Source: an optimization exercise on an open RTL-to-GDS flow (aim: small area). Production flows keep margins and buffers that such runs may drop. Only simulation tests tie the RTL to the original design; equivalence was not proved. Power is estimated from default activity; no workload was simulated.

==> run a <==
==> flow/design.v (excerpt) <==
module matrix_calc_top (
	input  logic       clk,
	input  logic       rst_n,
	input  logic       rx_valid,
	input  logic [7:0] rx_data,
	input  logic [7:0] command,
	input  logic [7:0] scalar_in,
	input  logic       confirm,
	input  logic       tx_busy,
	output logic       tx_start,
	output logic [7:0] tx_data,
	output logic       busy,
	output logic       error,
	output logic       timer_active
);
clock: 11.0 ns
lec_check: 0
abc_area: 1
cap_margin: 20
core_margin: 2
core_utilization: 60
cts_buf_list: sky130_fd_sc_hd__clkbuf_2 sky130_fd_sc_hd__clkbuf_4 sky130_fd_sc_hd__clkbuf_8
slew_margin: 20
standard.sh (not shown) runs the stock make flow with config.mk's settings and CLKGATE_MAP_FILE= SYNTH_SCRIPT=/design/flow/synth_recipe.tcl, a recipe that flattens the netlist after the stock synthesis.
==> flow/flow/run.sh <==
#!/bin/bash
# The standard layout, with ORFS's scripts copied so that synthesis maps the
# logic with an area-oriented ABC script (flow/abc_area.script) in place of
# ORFS's, and ports buffered with the smallest buffer. Registers, hierarchy
# handling and every other step are the standard ones.
set -euo pipefail
here=$(pwd)
rm -rf "$here/scripts"
cp -r "$FLOW_HOME/scripts" "$here/scripts"
cp "$here/flow/abc_area.script" "$here/scripts/abc_area.script"
bash standard.sh SCRIPTS_DIR="$here/scripts" \
	BUFFER_PORTS_ARGS="-buffer_cell sky130_fd_sc_hd__buf_1" finish > "$here/orfs_make.log" 2>&1
==> flow/flow/abc_area.script <==
strash
dc2
&get -n
&dch -f
&nf -R 1000
&put
strash
&get -n
&dch -f
&nf -R 1000
&put
topo
==> run b (differences from run a) <==
--- a/flow/design.v
+++ b/flow/design.v
@@ -193,27 +193,28 @@
 	output logic [7:0] tx_data,
 	output logic       busy,
 	output logic       error,
 	output logic       timer_active
 );
 	localparam logic [1:0] GET_M = 2'd0, GET_N = 2'd1, GET_ELEM = 2'd2;
 	logic [1:0]  ld_state;
-	logic [2:0]  m1_q, n1_q;      
+	logic [2:0]  m_q, n_q;
 	logic [2:0]  lr, lc;          
+	logic [2:0]  lr_inc, lc_inc;
 	logic        slot;            
 	logic        wr_en;
 	logic        load_error;
 	logic [99:0] stage;           
 	logic        dim_ok, elem_ok, lc_last, lr_last, elem_in;
-	logic [2:0]  rx_dim1;
 	assign dim_ok  = (rx_data != 8'd0) && (rx_data <= 8'd5);
 	assign elem_ok = rx_data <= 8'd9;
-	assign rx_dim1 = rx_data[2:0] - 3'd1;
-	assign lc_last = (lc == n1_q);
-	assign lr_last = (lr == m1_q);
+	assign lr_inc  = lr + 3'd1;
+	assign lc_inc  = lc + 3'd1;
+	assign lc_last = (lc_inc == n_q);
+	assign lr_last = (lr_inc == m_q);
 	assign elem_in = rx_valid && elem_ok && ld_state == GET_ELEM;
 	always_ff @(posedge clk or negedge rst_n) begin
 		if (!rst_n) begin
 			ld_state   <= GET_M;
 			slot       <= 1'b0;
 			wr_en      <= 1'b0;
 			load_error <= 1'b0;
@@ -245,53 +246,53 @@
 					end
 				endcase
 			end
 		end
 	end
 	always_ff @(posedge clk) begin
 		if (rx_valid && ld_state == GET_M)
-			m1_q <= rx_dim1;
+			m_q <= rx_data[2:0];
 		if (rx_valid && ld_state == GET_N) begin
-			n1_q <= rx_dim1;
+			n_q <= rx_data[2:0];
 			lr <= '0;
 			lc <= '0;
 		end else if (elem_in) begin
 			if (lc_last) begin
 				lc <= '0;
-				lr <= lr + 3'd1;
+				lr <= lr_inc;
 			end else begin
-				lc <= lc + 3'd1;
+				lc <= lc_inc;
 			end
 		end
 		for (int i = 0; i < 5; i++)
 			for (int j = 0; j < 5; j++)
 				if (elem_in && lr == i && lc == j)
 					stage[4*(5*i+j) +: 4] <= rx_data[3:0];
 	end
 	logic [99:0] a_d, b_d;        
-	logic [2:0]  a_m1, a_n1, b_m1, b_n1;
+	logic [2:0]  a_m, a_n, b_m, b_n;
 	logic        a_valid, b_valid;
 	always_ff @(posedge clk or negedge rst_n) begin
 		if (!rst_n) begin
 			a_valid <= 1'b0;
 			b_valid <= 1'b0;
 		end else if (wr_en) begin
 			if (slot) b_valid <= 1'b1;
 			else      a_valid <= 1'b1;
 		end
 	end
 	always_ff @(posedge clk) begin
 		if (wr_en && !slot) begin
-			a_m1 <= m1_q;
-			a_n1 <= n1_q;
+			a_m <= m_q;
+			a_n <= n_q;
 			a_d  <= stage;
 		end
 		if (wr_en && slot) begin
-			b_m1 <= m1_q;
-			b_n1 <= n1_q;
+			b_m <= m_q;
+			b_n <= n_q;
 			b_d  <= stage;
 		end
 	end
 	localparam logic [3:0]
 		S_IDLE   = 4'd0,
 		S_ERR    = 4'd1,
 		S_CHKOK  = 4'd2,    
@@ -304,32 +305,34 @@
 		S_SEND   = 4'd9,    
 		S_SDONE  = 4'd10;   
 	localparam logic [1:0] OP_T = 2'd0, OP_S = 2'd1, OP_A = 2'd2, OP_M = 2'd3;
 	logic [3:0] state, next_state;
 	logic [1:0] op;
 	logic [3:0] scalar;
 	logic       load_err_q;
-	logic [2:0] r, c, k, k_inc;
+	logic [2:0] r, c, k, r_inc, c_inc, k_inc;
 	logic       gap;
 	logic       fit, k_last, c_last, r_last, t_end, bad_in;
-	logic [2:0] rm1, rn1;
+	logic [2:0] rm, rn;
 	always_comb begin
 		case (op)
 			OP_T, OP_S: fit = a_valid;
-			OP_A:       fit = a_valid && b_valid && a_m1 == b_m1 && a_n1 == b_n1;
-			default:    fit = a_valid && b_valid && a_n1 == b_m1;
+			OP_A:       fit = a_valid && b_valid && a_m == b_m && a_n == b_n;
+			default:    fit = a_valid && b_valid && a_n == b_m;
 		endcase
 	end
-	assign rm1    = (op == OP_T) ? a_n1 : a_m1;
-	assign rn1    = (op == OP_T) ? a_m1 : (op == OP_M) ? b_n1 : a_n1;
-	assign k_last = (op != OP_M) || (k == a_n1);
-	assign c_last = (c == rn1);
-	assign r_last = (r == rm1);
-	assign t_end  = (c == 3'd6) && (k == 3'd0);
+	assign rm     = (op == OP_T) ? a_n : a_m;
+	assign rn     = (op == OP_T) ? a_m : (op == OP_M) ? b_n : a_n;
+	assign r_inc  = r + 3'd1;
+	assign c_inc  = c + 3'd1;
 	assign k_inc  = k + 3'd1;
+	assign k_last = (op != OP_M) || (k_inc == a_n);
+	assign c_last = (c_inc == rn);
+	assign r_last = (r_inc == rm);
+	assign t_end  = (c == 3'd6) && (k == 3'd0);
 	assign bad_in = command[2] || (command[1:0] == OP_S && scalar_in > 8'd9);
 	assign tx_start = (state == S_SEND) && !gap && !tx_busy;
 	always_comb begin
 		next_state = state;
 		case (state)
 			S_IDLE: begin
 				if (load_error || load_err_q)
@@ -346,58 +349,58 @@
 			S_SSTART: next_state = S_SEND;
 			S_SEND:   if (tx_start && k[1:0] == 2'd3 && c_last && r_last) next_state = S_SDONE;
 			S_SDONE:  next_state = S_IDLE;
 			S_ERR:    if (t_end) next_state = S_IDLE;
 			default:  next_state = S_IDLE;
 		endcase
 	end
+	always_ff @(posedge clk)
+		gap <= tx_start;
 	always_ff @(posedge clk) begin
 		if (state == S_IDLE && confirm) begin
 			op     <= command[1:0];
 			scalar <= scalar_in[3:0];
 		end
 	end
 	always_ff @(posedge clk or negedge rst_n) begin
 		if (!rst_n) begin
 			state      <= S_IDLE;
 			load_err_q <= 1'b0;
 			r          <= '0;
 			c          <= '0;
 			k          <= '0;
-			gap        <= 1'b0;
 		end else begin
 			state <= next_state;
-			gap   <= tx_start;
 			if (state == S_IDLE)
 				load_err_q <= 1'b0;
 			else if (load_error && state != S_ERR)
 				load_err_q <= 1'b1;
 			case (state)
 				S_RUN: begin
 					if (!k_last) begin
 						k <= k_inc;
 					end else begin
 						k <= '0;
 						if (c_last) begin
 							c <= '0;
-							r <= r_last ? 3'd0 : r + 3'd1;
+							r <= r_last ? 3'd0 : r_inc;
 						end else begin
-							c <= c + 3'd1;
+							c <= c_inc;
 						end
 					end
 				end
 				S_SEND: begin
 					if (tx_start) begin
 						k <= (k[1:0] == 2'd3) ? 3'd2 : k_inc;
 						if (k[1:0] == 2'd3) begin
 							if (c_last) begin
 								c <= '0;
-								r <= r + 3'd1;
+								r <= r_inc;
 							end else begin
-								c <= c + 3'd1;
+								c <= c_inc;
 							end
 						end
 					end
 				end
 				S_SDONE: begin
 					r <= '0;
 					c <= '0;
@@ -406,15 +409,15 @@
 				S_ERR: begin
 					if (t_end) begin
 						c <= '0;
 						k <= '0;
 					end else begin
 						k <= k_inc;
 						if (k == 3'd7)
-							c <= c + 3'd1;
+							c <= c_inc;
 					end
 				end
 				default: ;
 			endcase
 		end
 	end
 	assign busy         = (state != S_IDLE) && (state != S_ERR);
@@ -426,15 +429,14 @@
 	logic [3:0]  bc [5];
 	logic [3:0]  aj, bj, ys;
 	logic [3:0]  x [5];
 	logic [3:0]  y [5];
 	logic [3:0]  e;
 	logic        mult;
 	logic [8:0]  val, val_q;
-	logic [2:0]  dim1;
 	assign mult = (op == OP_M);
 	assign ri   = (op == OP_T) ? c : r;
 	assign ji   = (op == OP_T) ? r : c;
 	assign ys   = (op == OP_S) ? scalar : 4'd1;
 	always_comb begin
 		case (ri)
 			3'd0:    arow = a_d[19:0];
@@ -466,26 +468,25 @@
 			3'd2:    bj = bc[2];
 			3'd3:    bj = bc[3];
 			default: bj = bc[4];
 		endcase
 		x[0] = mult ? ar[0] : aj;
 		y[0] = mult ? bc[0] : ys;
 		for (int q = 1; q < 5; q++) begin
-			x[q] = (mult && q <= a_n1) ? ar[q] : 4'd0;
+			x[q] = (mult && q < a_n) ? ar[q] : 4'd0;
 			y[q] = bc[q];
 		end
 		e = (op == OP_A) ? bj : 4'd0;
 	end
 	matrix_alu u_dot (.x0(x[0]), .y0(y[0]), .x1(x[1]), .y1(y[1]), .x2(x[2]), .y2(y[2]),
 		.x3(x[3]), .y3(y[3]), .x4(x[4]), .y4(y[4]), .e, .val);
 	always_ff @(posedge clk)
 		val_q <= val;
-	assign dim1 = k[0] ? rn1 : rm1;
 	always_comb begin
 		if (!k[1])
-			tx_data = {5'd0, dim1 + 3'd1};
+			tx_data = {5'd0, k[0] ? rn : rm};
 		else if (!k[0])
 			tx_data = {7'd0, val_q[8]};
 		else
 			tx_data = val_q[7:0];
 	end
 endmodule
==> flow/flow/run.sh (replaced) <==
#!/bin/bash
# The standard layout with two changes to synthesis, made in a copy of ORFS's
# scripts: the logic is mapped with an area-oriented ABC script
# (flow/abc_area.script) in place of ORFS's, and Yosys's generic "abc -fast"
# inside "synth -run fine:" is skipped, so that extract_fa sees the adder
# network as written. Registers come out exactly as in the standard synthesis.
# Ports are buffered with the smallest buffer. Every other step is standard.
set -euo pipefail
here=$(pwd)
rm -rf "$here/scripts"
cp -r "$FLOW_HOME/scripts" "$here/scripts"
cp "$here/flow/abc_area.script" "$here/scripts/abc_area.script"
sed -i 's/synth -top \$::env(DESIGN_NAME) -run fine:/synth -noabc -top $::env(DESIGN_NAME) -run fine:/' \
	"$here/scripts/synth.tcl"
grep -n "synth -noabc" "$here/scripts/synth.tcl" > "$here/synth_patch.log" 2>&1 || true
bash standard.sh SCRIPTS_DIR="$here/scripts" \
	BUFFER_PORTS_ARGS="-buffer_cell sky130_fd_sc_hd__buf_1" finish > "$here/orfs_make.log" 2>&1
CORE_UTILIZATION = 40   (was 60)
CTS_BUF_LIST = not set   (was sky130_fd_sc_hd__clkbuf_2 sky130_fd_sc_hd__clkbuf_4 sky130_fd_sc_hd__clkbuf_8)
CTS_CLUSTER_DIAMETER = 100   (was not set)
CTS_CLUSTER_SIZE = 24   (was not set)
==> run c (differences from run a) <==
==> flow/flow/run.sh (replaced) <==
#!/bin/bash
# The standard layout with two changes to synthesis, made in a copy of ORFS's
# scripts: the logic is mapped with an area-oriented ABC script
# (flow/abc_area.script) in place of ORFS's, and Yosys's generic "abc -fast"
# inside "synth -run fine:" is skipped, so that extract_fa sees the adder
# network as written. Registers come out exactly as in the standard synthesis.
# Ports are buffered with the smallest buffer. Every other step is standard.
set -euo pipefail
here=$(pwd)
rm -rf "$here/scripts"
cp -r "$FLOW_HOME/scripts" "$here/scripts"
cp "$here/flow/abc_area.script" "$here/scripts/abc_area.script"
sed -i 's/synth -top \$::env(DESIGN_NAME) -run fine:/synth -noabc -top $::env(DESIGN_NAME) -run fine:/' \
	"$here/scripts/synth.tcl"
grep -n "synth -noabc" "$here/scripts/synth.tcl" > "$here/synth_patch.log" 2>&1 || true
bash standard.sh SCRIPTS_DIR="$here/scripts" \
	BUFFER_PORTS_ARGS="-buffer_cell sky130_fd_sc_hd__buf_1" finish > "$here/orfs_make.log" 2>&1
CORE_UTILIZATION = 40   (was 60)
CTS_BUF_LIST = not set   (was sky130_fd_sc_hd__clkbuf_2 sky130_fd_sc_hd__clkbuf_4 sky130_fd_sc_hd__clkbuf_8)
==> run d (differences from run a) <==
--- a/flow/design.v
+++ b/flow/design.v
@@ -193,27 +193,28 @@
 	output logic [7:0] tx_data,
 	output logic       busy,
 	output logic       error,
 	output logic       timer_active
 );
 	localparam logic [1:0] GET_M = 2'd0, GET_N = 2'd1, GET_ELEM = 2'd2;
 	logic [1:0]  ld_state;
-	logic [2:0]  m1_q, n1_q;      
+	logic [2:0]  m_q, n_q;
 	logic [2:0]  lr, lc;          
+	logic [2:0]  lr_inc, lc_inc;
 	logic        slot;            
 	logic        wr_en;
 	logic        load_error;
 	logic [99:0] stage;           
 	logic        dim_ok, elem_ok, lc_last, lr_last, elem_in;
-	logic [2:0]  rx_dim1;
 	assign dim_ok  = (rx_data != 8'd0) && (rx_data <= 8'd5);
 	assign elem_ok = rx_data <= 8'd9;
-	assign rx_dim1 = rx_data[2:0] - 3'd1;
-	assign lc_last = (lc == n1_q);
-	assign lr_last = (lr == m1_q);
+	assign lr_inc  = lr + 3'd1;
+	assign lc_inc  = lc + 3'd1;
+	assign lc_last = (lc_inc == n_q);
+	assign lr_last = (lr_inc == m_q);
 	assign elem_in = rx_valid && elem_ok && ld_state == GET_ELEM;
 	always_ff @(posedge clk or negedge rst_n) begin
 		if (!rst_n) begin
 			ld_state   <= GET_M;
 			slot       <= 1'b0;
 			wr_en      <= 1'b0;
 			load_error <= 1'b0;
@@ -245,53 +246,53 @@
 					end
 				endcase
 			end
 		end
 	end
 	always_ff @(posedge clk) begin
 		if (rx_valid && ld_state == GET_M)
-			m1_q <= rx_dim1;
+			m_q <= rx_data[2:0];
 		if (rx_valid && ld_state == GET_N) begin
-			n1_q <= rx_dim1;
+			n_q <= rx_data[2:0];
 			lr <= '0;
 			lc <= '0;
 		end else if (elem_in) begin
 			if (lc_last) begin
 				lc <= '0;
-				lr <= lr + 3'd1;
+				lr <= lr_inc;
 			end else begin
-				lc <= lc + 3'd1;
+				lc <= lc_inc;
 			end
 		end
 		for (int i = 0; i < 5; i++)
 			for (int j = 0; j < 5; j++)
 				if (elem_in && lr == i && lc == j)
 					stage[4*(5*i+j) +: 4] <= rx_data[3:0];
 	end
 	logic [99:0] a_d, b_d;        
-	logic [2:0]  a_m1, a_n1, b_m1, b_n1;
+	logic [2:0]  a_m, a_n, b_m, b_n;
 	logic        a_valid, b_valid;
 	always_ff @(posedge clk or negedge rst_n) begin
 		if (!rst_n) begin
 			a_valid <= 1'b0;
 			b_valid <= 1'b0;
 		end else if (wr_en) begin
 			if (slot) b_valid <= 1'b1;
 			else      a_valid <= 1'b1;
 		end
 	end
 	always_ff @(posedge clk) begin
 		if (wr_en && !slot) begin
-			a_m1 <= m1_q;
-			a_n1 <= n1_q;
+			a_m <= m_q;
+			a_n <= n_q;
 			a_d  <= stage;
 		end
 		if (wr_en && slot) begin
-			b_m1 <= m1_q;
-			b_n1 <= n1_q;
+			b_m <= m_q;
+			b_n <= n_q;
 			b_d  <= stage;
 		end
 	end
 	localparam logic [3:0]
 		S_IDLE   = 4'd0,
 		S_ERR    = 4'd1,
 		S_CHKOK  = 4'd2,    
@@ -304,32 +305,34 @@
 		S_SEND   = 4'd9,    
 		S_SDONE  = 4'd10;   
 	localparam logic [1:0] OP_T = 2'd0, OP_S = 2'd1, OP_A = 2'd2, OP_M = 2'd3;
 	logic [3:0] state, next_state;
 	logic [1:0] op;
 	logic [3:0] scalar;
 	logic       load_err_q;
-	logic [2:0] r, c, k, k_inc;
+	logic [2:0] r, c, k, r_inc, c_inc, k_inc;
 	logic       gap;
 	logic       fit, k_last, c_last, r_last, t_end, bad_in;
-	logic [2:0] rm1, rn1;
+	logic [2:0] rm, rn;
 	always_comb begin
 		case (op)
 			OP_T, OP_S: fit = a_valid;
-			OP_A:       fit = a_valid && b_valid && a_m1 == b_m1 && a_n1 == b_n1;
-			default:    fit = a_valid && b_valid && a_n1 == b_m1;
+			OP_A:       fit = a_valid && b_valid && a_m == b_m && a_n == b_n;
+			default:    fit = a_valid && b_valid && a_n == b_m;
 		endcase
 	end
-	assign rm1    = (op == OP_T) ? a_n1 : a_m1;
-	assign rn1    = (op == OP_T) ? a_m1 : (op == OP_M) ? b_n1 : a_n1;
-	assign k_last = (op != OP_M) || (k == a_n1);
-	assign c_last = (c == rn1);
-	assign r_last = (r == rm1);
-	assign t_end  = (c == 3'd6) && (k == 3'd0);
+	assign rm     = (op == OP_T) ? a_n : a_m;
+	assign rn     = (op == OP_T) ? a_m : (op == OP_M) ? b_n : a_n;
+	assign r_inc  = r + 3'd1;
+	assign c_inc  = c + 3'd1;
 	assign k_inc  = k + 3'd1;
+	assign k_last = (op != OP_M) || (k_inc == a_n);
+	assign c_last = (c_inc == rn);
+	assign r_last = (r_inc == rm);
+	assign t_end  = (c == 3'd6) && (k == 3'd0);
 	assign bad_in = command[2] || (command[1:0] == OP_S && scalar_in > 8'd9);
 	assign tx_start = (state == S_SEND) && !gap && !tx_busy;
 	always_comb begin
 		next_state = state;
 		case (state)
 			S_IDLE: begin
 				if (load_error || load_err_q)
@@ -346,58 +349,58 @@
 			S_SSTART: next_state = S_SEND;
 			S_SEND:   if (tx_start && k[1:0] == 2'd3 && c_last && r_last) next_state = S_SDONE;
 			S_SDONE:  next_state = S_IDLE;
 			S_ERR:    if (t_end) next_state = S_IDLE;
 			default:  next_state = S_IDLE;
 		endcase
 	end
+	always_ff @(posedge clk)
+		gap <= tx_start;
 	always_ff @(posedge clk) begin
 		if (state == S_IDLE && confirm) begin
 			op     <= command[1:0];
 			scalar <= scalar_in[3:0];
 		end
 	end
 	always_ff @(posedge clk or negedge rst_n) begin
 		if (!rst_n) begin
 			state      <= S_IDLE;
 			load_err_q <= 1'b0;
 			r          <= '0;
 			c          <= '0;
 			k          <= '0;
-			gap        <= 1'b0;
 		end else begin
 			state <= next_state;
-			gap   <= tx_start;
 			if (state == S_IDLE)
 				load_err_q <= 1'b0;
 			else if (load_error && state != S_ERR)
 				load_err_q <= 1'b1;
 			case (state)
 				S_RUN: begin
 					if (!k_last) begin
 						k <= k_inc;
 					end else begin
 						k <= '0;
 						if (c_last) begin
 							c <= '0;
-							r <= r_last ? 3'd0 : r + 3'd1;
+							r <= r_last ? 3'd0 : r_inc;
 						end else begin
-							c <= c + 3'd1;
+							c <= c_inc;
 						end
 					end
 				end
 				S_SEND: begin
 					if (tx_start) begin
 						k <= (k[1:0] == 2'd3) ? 3'd2 : k_inc;
 						if (k[1:0] == 2'd3) begin
 							if (c_last) begin
 								c <= '0;
-								r <= r + 3'd1;
+								r <= r_inc;
 							end else begin
-								c <= c + 3'd1;
+								c <= c_inc;
 							end
 						end
 					end
 				end
 				S_SDONE: begin
 					r <= '0;
 					c <= '0;
@@ -406,35 +409,34 @@
 				S_ERR: begin
 					if (t_end) begin
 						c <= '0;
 						k <= '0;
 					end else begin
 						k <= k_inc;
 						if (k == 3'd7)
-							c <= c + 3'd1;
+							c <= c_inc;
 					end
 				end
 				default: ;
 			endcase
 		end
 	end
 	assign busy         = (state != S_IDLE) && (state != S_ERR);
 	assign error        = (state == S_ERR) && !t_end;
 	assign timer_active = error;
 	logic [2:0]  ri, ji;
 	logic [19:0] arow;
 	logic [3:0]  ar [5];
 	logic [3:0]  bc [5];
-	logic [3:0]  aj, bj, ys;
+	logic [3:0]  aj, ys;
 	logic [3:0]  x [5];
 	logic [3:0]  y [5];
 	logic [3:0]  e;
 	logic        mult;
 	logic [8:0]  val, val_q;
-	logic [2:0]  dim1;
 	assign mult = (op == OP_M);
 	assign ri   = (op == OP_T) ? c : r;
 	assign ji   = (op == OP_T) ? r : c;
 	assign ys   = (op == OP_S) ? scalar : 4'd1;
 	always_comb begin
 		case (ri)
 			3'd0:    arow = a_d[19:0];
@@ -456,36 +458,28 @@
 		case (ji)
 			3'd0:    aj = ar[0];
 			3'd1:    aj = ar[1];
 			3'd2:    aj = ar[2];
 			3'd3:    aj = ar[3];
 			default: aj = ar[4];
 		endcase
-		case (r)
-			3'd0:    bj = bc[0];
-			3'd1:    bj = bc[1];
-			3'd2:    bj = bc[2];
-			3'd3:    bj = bc[3];
-			default: bj = bc[4];
-		endcase
 		x[0] = mult ? ar[0] : aj;
 		y[0] = mult ? bc[0] : ys;
 		for (int q = 1; q < 5; q++) begin
-			x[q] = (mult && q <= a_n1) ? ar[q] : 4'd0;
+			x[q] = (mult && q < a_n) ? ar[q] : {3'd0, op == OP_A && r == q};
 			y[q] = bc[q];
 		end
-		e = (op == OP_A) ? bj : 4'd0;
+		e = (op == OP_A && r == 3'd0) ? bc[0] : 4'd0;
 	end
 	matrix_alu u_dot (.x0(x[0]), .y0(y[0]), .x1(x[1]), .y1(y[1]), .x2(x[2]), .y2(y[2]),
 		.x3(x[3]), .y3(y[3]), .x4(x[4]), .y4(y[4]), .e, .val);
 	always_ff @(posedge clk)
 		val_q <= val;
-	assign dim1 = k[0] ? rn1 : rm1;
 	always_comb begin
 		if (!k[1])
-			tx_data = {5'd0, dim1 + 3'd1};
+			tx_data = {5'd0, k[0] ? rn : rm};
 		else if (!k[0])
 			tx_data = {7'd0, val_q[8]};
 		else
 			tx_data = val_q[7:0];
 	end
 endmodule
==> flow/flow/run.sh (replaced) <==
#!/bin/bash
# The standard layout with two changes to synthesis, made in a copy of ORFS's
# scripts: the logic is mapped with an area-oriented ABC script
# (flow/abc_area.script) in place of ORFS's, and Yosys's generic "abc -fast"
# inside "synth -run fine:" is skipped, so that extract_fa sees the adder
# network as written. Registers come out exactly as in the standard synthesis.
# Ports are buffered with the smallest buffer; clock tree synthesis uses
# larger sink clusters and no dummy loads. Every other step is standard.
set -euo pipefail
here=$(pwd)
rm -rf "$here/scripts"
cp -r "$FLOW_HOME/scripts" "$here/scripts"
cp "$here/flow/abc_area.script" "$here/scripts/abc_area.script"
sed -i 's/synth -top \$::env(DESIGN_NAME) -run fine:/synth -noabc -top $::env(DESIGN_NAME) -run fine:/' \
	"$here/scripts/synth.tcl"
grep -n "synth -noabc" "$here/scripts/synth.tcl" > "$here/synth_patch.log" 2>&1 || true
bash standard.sh SCRIPTS_DIR="$here/scripts" \
	CTS_ARGS="-sink_clustering_enable -repair_clock_nets -dont_use_dummy_load -sink_clustering_size 16 -sink_clustering_max_diameter 70 -buf_list sky130_fd_sc_hd__clkbuf_8" \
	BUFFER_PORTS_ARGS="-buffer_cell sky130_fd_sc_hd__buf_1" finish > "$here/orfs_make.log" 2>&1
==> flow/flow/abc_area.script (replaced) <==
strash
dc2
&get -n
&dch -f
&nf -R 1000
&put
strash
&get -n
&dch -f
&nf -R 1000
&put
strash
dc2
&get -n
&dch -f
&nf -R 1000
&put
topo
CTS_BUF_LIST = not set   (was sky130_fd_sc_hd__clkbuf_2 sky130_fd_sc_hd__clkbuf_4 sky130_fd_sc_hd__clkbuf_8)
==> run notes <==
Via count: run a 9290; run c 8852; run b 8713; run d 8769
Status: run a finished clean; run c finished clean; run b finished clean; run d finished clean
Data arrival time at the worst-slack endpoint: run a 8530 ps; run c 8600 ps; run b 8490 ps; run d 8540 ps
Internal power: run a 2.68 mW; run c 2.89 mW; run b 2.45 mW; run d 2.30 mW
Final design utilization: run a 0.680; run c 0.461; run b 0.446; run d 0.655
Average routed wire per standard cell: run a 24.0 um; run c 22.7 um; run b 23.2 um; run d 26.7 um
Slowest cell delay on critical path: run a 800 ps; run c 940 ps; run b 730 ps; run d 830 ps
Met1 GRT Util: run a 0.424; run c 0.269; run b 0.271; run d 0.423
Clock Tree Root: run a sky130_fd_sc_hd__clkbuf_8; run c sky130_fd_sc_hd__clkbuf_16; run b sky130_fd_sc_hd__clkbuf_16; run d sky130_fd_sc_hd__clkbuf_8
Number of buffers and inverters on the critical path: run a 7; run c 1; run b 3; run d 1
Worst-case vdd ir drop: run a 287 uV; run c 157 uV; run b 103 uV; run d 183 uV
Cell area after placement: run a 16100 um^2; run c 16100 um^2; run b 16000 um^2; run d 15600 um^2
Area fraction in and, or, nand and nor cells after synthesis: run a 0.0815; run c 0.0862; run b 0.0887; run d 0.0762
Count of cells along the worst hold path: run a 0; run c 1; run b 1; run d 0
Half-perimeter wire length after placement: run a 26.0 mm; run c 25.7 mm; run b 26.1 mm; run d 25.7 mm
Total area of sequential cells: run a 10600 um^2; run c 10600 um^2; run b 10600 um^2; run d 10600 um^2
Post-layout worst setup margin: run a 2970 ps; run c 2820 ps; run b 2970 ps; run d 2920 ps
Final Critical Period: run a 8030 ps; run c 8180 ps; run b 8030 ps; run d 8080 ps
Well tap count: run a 330; run c 511; run b 511; run d 324
Post-synthesis share of cell area spent on xor and xnor gates: run a 0.0131; run c 0.0121; run b 0.0163; run d 0.0182

==> afterwards: timing with drivers on the ports <==
The results above use ideal ports. As a check the final layouts listed here were re-extracted and re-timed, cells and wires unchanged.
Step 1 assumes that a clkbuf_16 drives the clock port and a buf_2 every other input.
Step 2 also shifts input and output timing later by t, the mid clock arrival at the registers, as if the neighbouring blocks saw the same clock.
a / b / c = ideal ports / drivers / drivers and shift; a / b = the first two.
run	shift t [ns]	slack for setup (ns)	worst setup path at the end	latest minus earliest clock arrival (ns)	worst data-port slew with drivers (ns)
run a	0.637	2.969 / 2.969 / 2.969	register to register	0.030 / 0.030	0.04
run b	0.593	2.968 / 2.968 / 2.968	register to register	0.032 / 0.031	0.03
run c	0.586	2.824 / 2.824 / 2.824	register to register	0.020 / 0.020	0.03
run d	0.611	2.922 / 2.922 / 2.922	register to register	0.071 / 0.071	0.04
After both steps every run listed still meets setup and hold.
